Context: an optimization exercise on an open-source flow, tuned for small area, a short achievable clock period and few clock cycles per item. The choices shown serve that exercise and are no tape-out recipe.
The RTL was checked by simulation tests, not by an equivalence proof against the original design.
Power figures rest on the tool's default switching activity, not on a simulated workload.

==> design/flow/design.v <==
`timescale 1ns / 1ps
package skt_pkg;
  localparam int KEY_W = 32;
  localparam int PAY_W = 32;
  localparam int OP_W = 2;
  localparam int ST_W = 2;
  localparam int IDX_W = 6;
  localparam int CNT_W = 7;
  localparam int DEF_CAPACITY = 64;
  localparam logic [OP_W-1:0] OP_INSERT = 2'd0;
  localparam logic [OP_W-1:0] OP_DELETE = 2'd1;
  localparam logic [OP_W-1:0] OP_LOOKUP = 2'd2;
  localparam logic [ST_W-1:0] ST_OK = 2'd0;
  localparam logic [ST_W-1:0] ST_MISS = 2'd1;
  localparam logic [ST_W-1:0] ST_FULL = 2'd2;
endpackage
`timescale 1ns / 1ps
module skt_dp (
  input  logic                      clk_i,
  input  logic                      rst_ni,
  input  logic                      frz_i,
  input  logic                      a_valid_i,
  input  logic [skt_pkg::OP_W-1:0]  a_op_i,
  input  logic [skt_pkg::KEY_W-1:0] a_key_i,
  input  logic [skt_pkg::PAY_W-1:0] a_pay_i,
  output logic                      c_valid_o,
  output logic [skt_pkg::ST_W-1:0]  c_status_o,
  output logic [skt_pkg::PAY_W-1:0] c_payload_o,
  output logic [skt_pkg::IDX_W-1:0] c_index_o,
  output logic [skt_pkg::CNT_W-1:0] c_count_o
);
  localparam int N = skt_pkg::DEF_CAPACITY;
  localparam int AW = $clog2(N);
  logic [N-1:0][skt_pkg::KEY_W-1:0] key_q;
  logic [N-1:0][skt_pkg::PAY_W-1:0] pay_q;
  logic [N-1:0]                     vld_q;    
  logic [N-1:0]                     first_q;  
  logic [N-1:0]                     last_q;   
  logic [N-1:0][AW-1:0]             next_q;   
  logic [skt_pkg::CNT_W-1:0]        cnt_q;
  logic [N-1:0] a_lt, a_eq;
  logic         a_lt_b, a_eq_b;
  logic                      b_valid_q;
  logic [skt_pkg::OP_W-1:0]  b_op_q;
  logic [skt_pkg::KEY_W-1:0] b_key_q;
  logic [skt_pkg::PAY_W-1:0] b_pay_q;
  logic [N-1:0]              b_lt_q, b_eq_q;
  logic                      b_lt_b_q, b_eq_b_q;
  logic [N-1:0]              wr_q;     
  for (genvar s = 0; s < N; s++) begin : g_cmp
    assign a_lt[s] = key_q[s] < a_key_i;
    assign a_eq[s] = key_q[s] == a_key_i;
  end
  assign a_lt_b = b_key_q < a_key_i;
  assign a_eq_b = b_key_q == a_key_i;
  always_ff @(posedge clk_i or negedge rst_ni) begin
    if (!rst_ni) begin
      b_valid_q <= 1'b0;
    end else if (!frz_i) begin
      b_valid_q <= a_valid_i;
    end
  end
  always_ff @(posedge clk_i) begin
    if (!frz_i) begin
      b_op_q   <= a_op_i;
      b_key_q  <= a_key_i;
      b_pay_q  <= a_pay_i;
      b_lt_q   <= a_lt;
      b_eq_q   <= a_eq;
      b_lt_b_q <= a_lt_b;
      b_eq_b_q <= a_eq_b;
    end
  end
  logic         ins, del, lkp, full, ins_ok, hit, del_hit;
  logic [N-1:0] lt, eq, meq, tgt, tail, free, we;
  logic [N-1:0] free_pre;
  logic         tgt_last;
  logic [AW-1:0] tgt_next, free_idx;
  assign ins  = b_valid_q && (b_op_q == skt_pkg::OP_INSERT);
  assign del  = b_valid_q && (b_op_q == skt_pkg::OP_DELETE);
  assign lkp  = b_valid_q && (b_op_q == skt_pkg::OP_LOOKUP);
  assign full = cnt_q[skt_pkg::CNT_W-1];
  assign ins_ok = ins && !full;
  assign lt  = (b_lt_q & ~wr_q) | ({N{b_lt_b_q}} & wr_q);
  assign eq  = (b_eq_q & ~wr_q) | ({N{b_eq_b_q}} & wr_q);
  assign meq = vld_q & eq;
  assign tgt = meq & first_q;
  assign tail = meq & last_q;
  assign hit = |meq;
  assign del_hit = del && hit;
  always_comb begin
    free_pre[0] = 1'b0;
    for (int s = 1; s < N; s++) free_pre[s] = free_pre[s-1] | ~vld_q[s-1];
  end
  assign free = ~vld_q & ~free_pre;
  assign we   = ins_ok ? free : '0;
  always_comb begin
    tgt_last = 1'b0;
    tgt_next = '0;
    free_idx = '0;
    for (int s = 0; s < N; s++) begin
      tgt_last = tgt_last | (tgt[s] & last_q[s]);
      tgt_next = tgt_next | ({AW{tgt[s]}} & next_q[s]);
      free_idx = free_idx | ({AW{free[s]}} & AW'(s));
    end
  end
  always_ff @(posedge clk_i or negedge rst_ni) begin
    if (!rst_ni) begin
      vld_q <= '0;
      cnt_q <= '0;
    end else if (!frz_i) begin
      vld_q <= (vld_q & ~(del ? tgt : '0)) | we;
      if (ins_ok) begin
        cnt_q <= cnt_q + 1'b1;
      end else if (del_hit) begin
        cnt_q <= cnt_q - 1'b1;
      end
    end
  end
  always_ff @(posedge clk_i) begin
    if (!frz_i) begin
      wr_q <= we;
      for (int s = 0; s < N; s++) begin
        if (we[s]) begin
          key_q[s]   <= b_key_q;
          pay_q[s]   <= b_pay_q;
          first_q[s] <= !hit;
          last_q[s]  <= 1'b1;
        end else begin
          if (del_hit && !tgt_last && tgt_next == AW'(s)) first_q[s] <= 1'b1;
          if (ins_ok && tail[s]) begin
            last_q[s] <= 1'b0;
            next_q[s] <= free_idx;
          end
        end
      end
    end
  end
  logic                      c_valid_q;
  logic [skt_pkg::ST_W-1:0]  c_status_q;
  logic [skt_pkg::CNT_W-1:0] c_count_q;
  logic [N-1:0]              c_below_q;   
  logic [N-1:0]              c_sel_q;     
  always_ff @(posedge clk_i or negedge rst_ni) begin
    if (!rst_ni) begin
      c_valid_q <= 1'b0;
    end else if (!frz_i) begin
      c_valid_q <= b_valid_q;
    end
  end
  always_ff @(posedge clk_i) begin
    if (!frz_i) begin
      if (ins) begin
        c_status_q <= full ? skt_pkg::ST_FULL : skt_pkg::ST_OK;
      end else if (del || lkp) begin
        c_status_q <= hit ? skt_pkg::ST_OK : skt_pkg::ST_MISS;
      end else begin
        c_status_q <= skt_pkg::ST_OK;
      end
      c_count_q <= ins_ok ? cnt_q + 1'b1 : del_hit ? cnt_q - 1'b1 : cnt_q;
      c_below_q <= (ins_ok || ((del || lkp) && hit)) ? (vld_q & (ins ? (lt | eq) : lt)) : '0;
      c_sel_q   <= lkp ? tgt : '0;
    end
  end
  logic [N/2-1:0][1:0] pc1;
  logic [N/4-1:0][2:0] pc2;
  logic [N/8-1:0][3:0] pc3;
  logic [N/16-1:0][4:0] pc4;
  logic [N/32-1:0][5:0] pc5;
  logic [6:0] pc6;
  always_comb begin
    for (int i = 0; i < N/2; i++)  pc1[i] = {1'b0, c_below_q[2*i]} + {1'b0, c_below_q[2*i+1]};
    for (int i = 0; i < N/4; i++)  pc2[i] = {1'b0, pc1[2*i]} + {1'b0, pc1[2*i+1]};
    for (int i = 0; i < N/8; i++)  pc3[i] = {1'b0, pc2[2*i]} + {1'b0, pc2[2*i+1]};
    for (int i = 0; i < N/16; i++) pc4[i] = {1'b0, pc3[2*i]} + {1'b0, pc3[2*i+1]};
    for (int i = 0; i < N/32; i++) pc5[i] = {1'b0, pc4[2*i]} + {1'b0, pc4[2*i+1]};
    pc6 = {1'b0, pc5[0]} + {1'b0, pc5[1]};
  end
  always_comb begin
    c_payload_o = '0;
    for (int s = 0; s < N; s++) c_payload_o = c_payload_o | ({skt_pkg::PAY_W{c_sel_q[s]}} & pay_q[s]);
  end
  assign c_valid_o  = c_valid_q;
  assign c_status_o = c_status_q;
  assign c_index_o  = pc6[skt_pkg::IDX_W-1:0];
  assign c_count_o  = c_count_q;
endmodule
`timescale 1ns / 1ps
module skt_ctrl #(
  parameter int W = 47
) (
  input  logic         clk_i,
  input  logic         rst_ni,
  input  logic         push_i,
  input  logic [W-1:0] data_i,
  input  logic         out_stall_i,
  output logic         out_valid_o,
  output logic [W-1:0] out_data_o,
  output logic         full_o
);
  logic         hv_q, tv_q;
  logic [W-1:0] t_q;
  logic         pop;
  assign pop         = hv_q && !out_stall_i;
  assign out_valid_o = hv_q;
  assign full_o      = tv_q;
  always_ff @(posedge clk_i or negedge rst_ni) begin
    if (!rst_ni) begin
      hv_q <= 1'b0;
      tv_q <= 1'b0;
    end else begin
      if (!hv_q || pop) begin
        hv_q <= tv_q || push_i;
        tv_q <= 1'b0;
      end else if (push_i) begin
        tv_q <= 1'b1;
      end
    end
  end
  always_ff @(posedge clk_i) begin
    if (!hv_q || pop) begin
      out_data_o <= tv_q ? t_q : data_i;
    end
    if (push_i && !tv_q) begin
      t_q <= data_i;
    end
  end
endmodule
`timescale 1ns / 1ps
module sorted_key_table #(
  parameter int CAPACITY = skt_pkg::DEF_CAPACITY
) (
  input  logic                      clk_i,
  input  logic                      rst_ni,
  input  logic                      in_valid_i,
  output logic                      in_stall_o,
  input  logic [skt_pkg::OP_W-1:0]  opcode_i,
  input  logic [skt_pkg::KEY_W-1:0] key_i,
  input  logic [skt_pkg::PAY_W-1:0] payload_i,
  output logic                      out_valid_o,
  input  logic                      out_stall_i,
  output logic [skt_pkg::ST_W-1:0]  status_o,
  output logic [skt_pkg::PAY_W-1:0] found_payload_o,
  output logic [skt_pkg::IDX_W-1:0] found_index_o,
  output logic [skt_pkg::CNT_W-1:0] entry_count_o
);
  localparam int RW = skt_pkg::ST_W + skt_pkg::PAY_W + skt_pkg::IDX_W + skt_pkg::CNT_W;
  logic                      frz;
  logic                      a_valid_q;
  logic [skt_pkg::OP_W-1:0]  a_op_q;
  logic [skt_pkg::KEY_W-1:0] a_key_q;
  logic [skt_pkg::PAY_W-1:0] a_pay_q;
  logic                      load;
  logic                      c_valid;
  logic [skt_pkg::ST_W-1:0]  c_status;
  logic [skt_pkg::PAY_W-1:0] c_payload;
  logic [skt_pkg::IDX_W-1:0] c_index;
  logic [skt_pkg::CNT_W-1:0] c_count;
  assign load       = !frz || !a_valid_q;
  assign in_stall_o = !load;
  always_ff @(posedge clk_i or negedge rst_ni) begin
    if (!rst_ni) begin
      a_valid_q <= 1'b0;
    end else if (load) begin
      a_valid_q <= in_valid_i;
    end
  end
  always_ff @(posedge clk_i) begin
    if (load) begin
      a_op_q  <= opcode_i;
      a_key_q <= key_i;
      a_pay_q <= payload_i;
    end
  end
  skt_dp u_dp (
    .clk_i       (clk_i),
    .rst_ni      (rst_ni),
    .frz_i       (frz),
    .a_valid_i   (a_valid_q),
    .a_op_i      (a_op_q),
    .a_key_i     (a_key_q),
    .a_pay_i     (a_pay_q),
    .c_valid_o   (c_valid),
    .c_status_o  (c_status),
    .c_payload_o (c_payload),
    .c_index_o   (c_index),
    .c_count_o   (c_count)
  );
  skt_ctrl #(
    .W (RW)
  ) u_q (
    .clk_i       (clk_i),
    .rst_ni      (rst_ni),
    .push_i      (c_valid && !frz),
    .data_i      ({c_status, c_payload, c_index, c_count}),
    .out_stall_i (out_stall_i),
    .out_valid_o (out_valid_o),
    .out_data_o  ({status_o, found_payload_o, found_index_o, entry_count_o}),
    .full_o      (frz)
  );
endmodule
==> design/flow/run.sh <==
#!/bin/bash
# synth_recipe.tcl (not shown) runs the flow's synth.tcl, then flattens the netlist and writes it again
# the make line also repeats each setting of config.mk as NAME=value (left out here)
make -C /OpenROAD-flow-scripts/flow DESIGN_CONFIG=/design/flow/config.mk WORK_HOME=/design/flow/orfs CLKGATE_MAP_FILE= SYNTH_SCRIPT=/design/flow/synth_recipe.tcl finish
==> design/flow/config.mk <==
export PLATFORM = sky130hd
export DESIGN_NAME = sorted_key_table
export DESIGN_NICKNAME = sorted_key_table
export VERILOG_FILES = /design/flow/design.v
export SDC_FILE = /design/flow/constraint.sdc
export NUM_CORES = 4
export LEC_CHECK = 0
export CAP_MARGIN = 20
export CORE_MARGIN = 2
export CORE_UTILIZATION = 35
export PLACE_DENSITY = 0.55
export SLEW_MARGIN = 20
export SYNTH_MEMORY_MAX_BITS = 8192
==> design/flow/constraint.sdc <==
create_clock -name core_clock -period 7.0 [get_ports {clk_i}]
set_input_delay 1.4000 -clock core_clock [delete_from_list [all_inputs] [get_ports {clk_i}]]
set_output_delay 1.4000 -clock core_clock [all_outputs]
set_load 0.01 [all_outputs]
==> flow_summary_export.csv <==
group,metric,value,unit
critical_path,crit_path_end_kind,"flop",
critical_path,reg2reg_to,"u_q.out_data_o[11]",
routing,wl_per_cell,38.4,um
cts,clock_path_buffers,4,
yosys,synth_top_family_by_area,"adder cells",
timing,setup_violations,0,
yosys,mappedNetlistArea,226000,sq um
timing,fin_setup_tns,0,ns
floorplanning,dieArea,653000,sq um
critical_path,r2r_cells,23,
routing,post-route-drc-count,0,
yosys,synth-edff-count,5165,
power_and_ir_drop,power.leakage,0.0928,uW
critical_path,worst_ep_required_time,7.84,ns
yosys,synth_warnings,3,
timing,worstMarginPinSlew,1.30,ns
power_and_ir_drop,seqPwrFrac,40.6,%
cts,tritoncts,"done",
grt,grt_pass1_vias,141000,
timing,rsz0062_at_grt,"false",
cts,cts_setup_buffers,0,
yosys,synthMuxAreaShare,0.872,%
finish,multiInputGateArea,67000,sq um
routing,drtIter0Drc,26100,
placement,portBuffers,118,
yosys,syn_avg_cell_area,16.0,sq um
min_path,hold_class,"in2async",
grt,overflow,0,
floorplanning,die_y,808,um
floorplanning,ios,119,
yosys,synthSimpleGateAreaFrac,6.15,%
critical_path,critical_path_class,"reg2reg",
timing,fmax,0.166,GHz
routing,ant_nets,0,
timing,fin_worst_skew,0.127,ns
floorplanning,num_rows,295,
floorplanning,core,645000,sq um
critical_path,cp_data_arrival_time,6.85,ns
critical_path,r2r_start,"u_dp.c_below_q[53]",
power_and_ir_drop,p_switching,34200,uW
placement,gp_congestion,1.02,
finish,final_nets,17200,
yosys,synth-compound-area-share,10.4,%
power_and_ir_drop,combPwrFrac,28.7,%
yosys,synthesis.nets,16400,
grt,grt_pass1_wl,1230000,um
yosys,synthCells,14200,
power_and_ir_drop,power.density,378,nW/um^2
cts,clk_pin_slew_worst_paths,0.06,ns
power_and_ir_drop,ir_drop,1870,uV
cts,clock-sinks,5241,
timing,post-route-min-period,6.02,ns
finish,drive_above_1_share,10.3,%
timing,hold_viol_final,0,
finish,seqCellArea,157000,sq um
grt,grt_use_total,27.3,%
floorplanning,die_x,808,um
yosys,ys_seq_elements,5241,
timing,setup_ws,0.984,ns
placement,dp_hpwl,552000,um
cts,cts_buffers,587,
floorplanning,start_util,35.1,%
routing,dr_total_vias,149000,
cts,worst_skew_pair.late_latency,1.15,ns
yosys,synth-xor-area-share,0.0580,%
power_and_ir_drop,swShare,34.8,%
critical_path,cp-startpoint,"u_dp.c_below_q[53]",
critical_path,reg2reg_slack,0.98,ns
routing,drt_pass1_iterations,9,
yosys,synth-adder-area-share,12.1,%
critical_path,cp_max_fo,2,
cts,root_buffer,"clkbuf_16",
routing,viasPerCell,6.18,
yosys,synthDistinctLibCells,78,
finish,post-route-util,40.4,%
yosys,ys_async_sr_fraction,1.45,%
timing,maxSlewHeadroom,13.3,%
grt,grt_start_max_net_pins,125,
timing,maxSlewViolCount,0,
yosys,ys_seq_area_share,69.4,%
finish,fill_cells,58600,
routing,drt_wl_total,927000,um
flow_run,drv_cap,0,
grt,antenna_found_initial,132,
cts,htreeDepth,6,
cts,post_cts_resized,0,
power_and_ir_drop,p_clk_share,30.6,%
timing,post-route-period-util,85.9,%
status,status,"no timing/DRC/antenna violations",
yosys,synthFlopType,"edfxtp_1",
critical_path,endpoint,"u_q.out_data_o[11]",
finish,syn_to_final_growth,15.1,%
critical_path,critPathLaunchType,"flop",
power_and_ir_drop,p_int,64300,uW
placement,post-place-ws,0.903,ns
cts,cts_hold_buffers,0,
-- final cells by class --
cell class	count	area share, %
Timing Repair Buffer	603	2.19
Antenna cell	49	0.0471
Inverter	326	0.593
Clock buffer	749	5.92
Sequential cell	5241	60.3
Clock inverter	293	1.13
Tap cell	8613	4.14
Multi-Input combinational cell	8254	25.7
-- kinds of logic (layout without fill, tap and decap cells) --
family | count (synthesis) | in the layout
AOI/OAI and AO/OA | 3285 | 3285
xor gates and xnor gates | 15 | 15
adders and majority gates | 2148 | 2148
buffers and inverters | 676 | 1971
DFF | 5241 | 5241
muxes | 180 | 180
other | 0 | 49
and+or+nand+nor | 2626 | 2626
-- worst min-delay path by stage --
stage,from,to,slack [ns],cells after the start
4_1_cts,rst_ni,u_q.hv_q,0.38,1
6_report,rst_ni,u_q.hv_q,0.39,1
2_1_floorplan,a_op_q[0],u_dp.b_op_q[0],0.40,0
3_3_place_gp,a_pay_q[24],u_dp.b_pay_q[24],0.40,0
3_5_place_dp,a_pay_q[3],u_dp.b_pay_q[3],0.40,0
5_1_grt,a_pay_q[3],u_dp.b_pay_q[3],0.42,0
-- routing by layer --
metal / vias to the layer above / wire length [um] / track usage [%] / share of wire (%)
met2: 10400 / 400000 / 41.0 / 43
li1: 59600 / - / - / -
met3: 2019 / 112000 / 6.40 / 12
met4: 32 / 43600 / 10.9 / 4.7
met1: 77100 / 372000 / 38.3 / 40
met5: - / 207 / 0 / 0.022
-- registers in the layout, summed over array words and instances, names as in the netlist, 7 cells and up --
name / flops
u_dp.first_q: 64
a_key_q: 32
u_dp.vld_q: 64
u_dp.b_eq_q: 64
u_dp.next_q: 384
u_dp.key_q: 2048
u_q.t_q: 47
u_dp.cnt_q: 7
u_dp.c_count_q: 7
u_dp.b_pay_q: 32
u_dp.c_sel_q: 64
u_q.out_data_o: 47
u_dp.pay_q: 2048
u_dp.c_below_q: 64
u_dp.b_key_q: 32
u_dp.last_q: 64
a_pay_q: 32
u_dp.wr_q: 64
u_dp.b_lt_q: 64
-- critical path, cell delays in order, from the launching register on --
cell      delay, ns
edfxtp_1       0.39
fa_1           0.52
fa_1           0.51
inv_1          0.05
fa_1           0.48
inv_1          0.06
fa_1           0.50
inv_1          0.06
fa_1           0.48
inv_1          0.05
fa_1           0.47
inv_1          0.05
fa_1           0.49
fa_1           0.41
inv_1          0.06
ha_1           0.16
inv_1          0.05
fa_1           0.40
inv_1          0.07
a21o_1         0.12
a21oi_1        0.07
xnor2_1        0.14
nand2_1        0.08
nand2_1        0.07
-- power groups by stage --
| stage | clock network (uW) | logic (uW) | registers, uW |
|---|---|---|---|
| finish | 30200 | 28300 | 40000 |
| global route | 31500 | 29600 | 39900 |
| CTS | 30300 | 28000 | 40000 |
| detailed placement | 0 | 27900 | 40600 |
| global placement | 0 | 28000 | 40600 |
| floorplan | 0 | 15200 | 41300 |
-- Yosys cell counts, drive strengths merged (139+ instances only) --
master,count,area (sq um)
nand2,594,2230
ha,2094,26200
a21oi,619,3100
edfxtp,5165,155000
nand4,611,3820
a21o,568,4260
inv,326,1220
o21ai,477,2390
nor2,393,1480
a22o,535,4690
a221oi,563,4940
clkbuf,312,1170
a22oi,153,1150
o21a,171,1280
nor2b,139,870
nand3,145,726
nor4,154,988
-- placed cells by master (no fill, tap or decap), types with 153 or more instances in the layout --
master     count
clkbuf_1     153
a22oi_1      153
buf_4        416
nand4_1      611
ha_1        2094
edfxtp_1    5165
a221oi_1     561
inv_1        233
a22o_1       535
clkbuf_16    590
a21o_1       568
nor2_1       387
o21a_1       171
a21oi_1      617
o21ai_0      459
nand2_1      591
-- through the flow --
| stage | hold WS (ns) | area (sq um) | power (uW) | cells |
|---|---|---|---|---|
| 2_1_floorplan | 0.400 | 226000 | 56500 | 14200 |
| 3_3_place_gp | 0.401 | 242000 | 68600 | 23000 |
| 3_5_place_dp | 0.405 | 242000 | 68500 | 23000 |
| 4_1_cts | 0.383 | 260000 | 98300 | 24100 |
| 5_1_grt | 0.417 | 260000 | 101000 | 24100 |
| 6_report | 0.386 | 261000 | 98500 | 24100 |
Testbench counts, summed over its fixed seeds: cycles 4,816, items 4,800.

## afterwards: timing with drivers on the ports
How much do the figures lean on ideal ports? The routed layout below was timed once more, with nothing changed but the port constraints.
Step 1 (the two cells are an assumption about what drives the block):
set clk [get_ports {clk_i}]
set_driving_cell -lib_cell sky130_fd_sc_hd__clkbuf_16 $clk
set_driving_cell -lib_cell sky130_fd_sc_hd__buf_2 [delete_from_list [all_inputs] $clk]
Step 2 adds t to the input delays and takes it off the output delays; t is the mean of the earliest and latest rising clock arrival at the registers after step 1. Input paths then give back, and output paths get back, about the clock's delay inside the block.
Slacks: ideal ports / drivers / drivers and shift; pairs: ideal ports / drivers.
t, ns: 1.223
slack for setup (ns): 0.984 / 0.984 / 0.984
worst hold slack (ns): 0.386 / 0.290 / 0.386
worst setup path at the end: register to register
After both steps this run still meets setup and hold. The setup slack of this run moves by 0.000 ns with the drivers and by 0.000 ns with both steps.
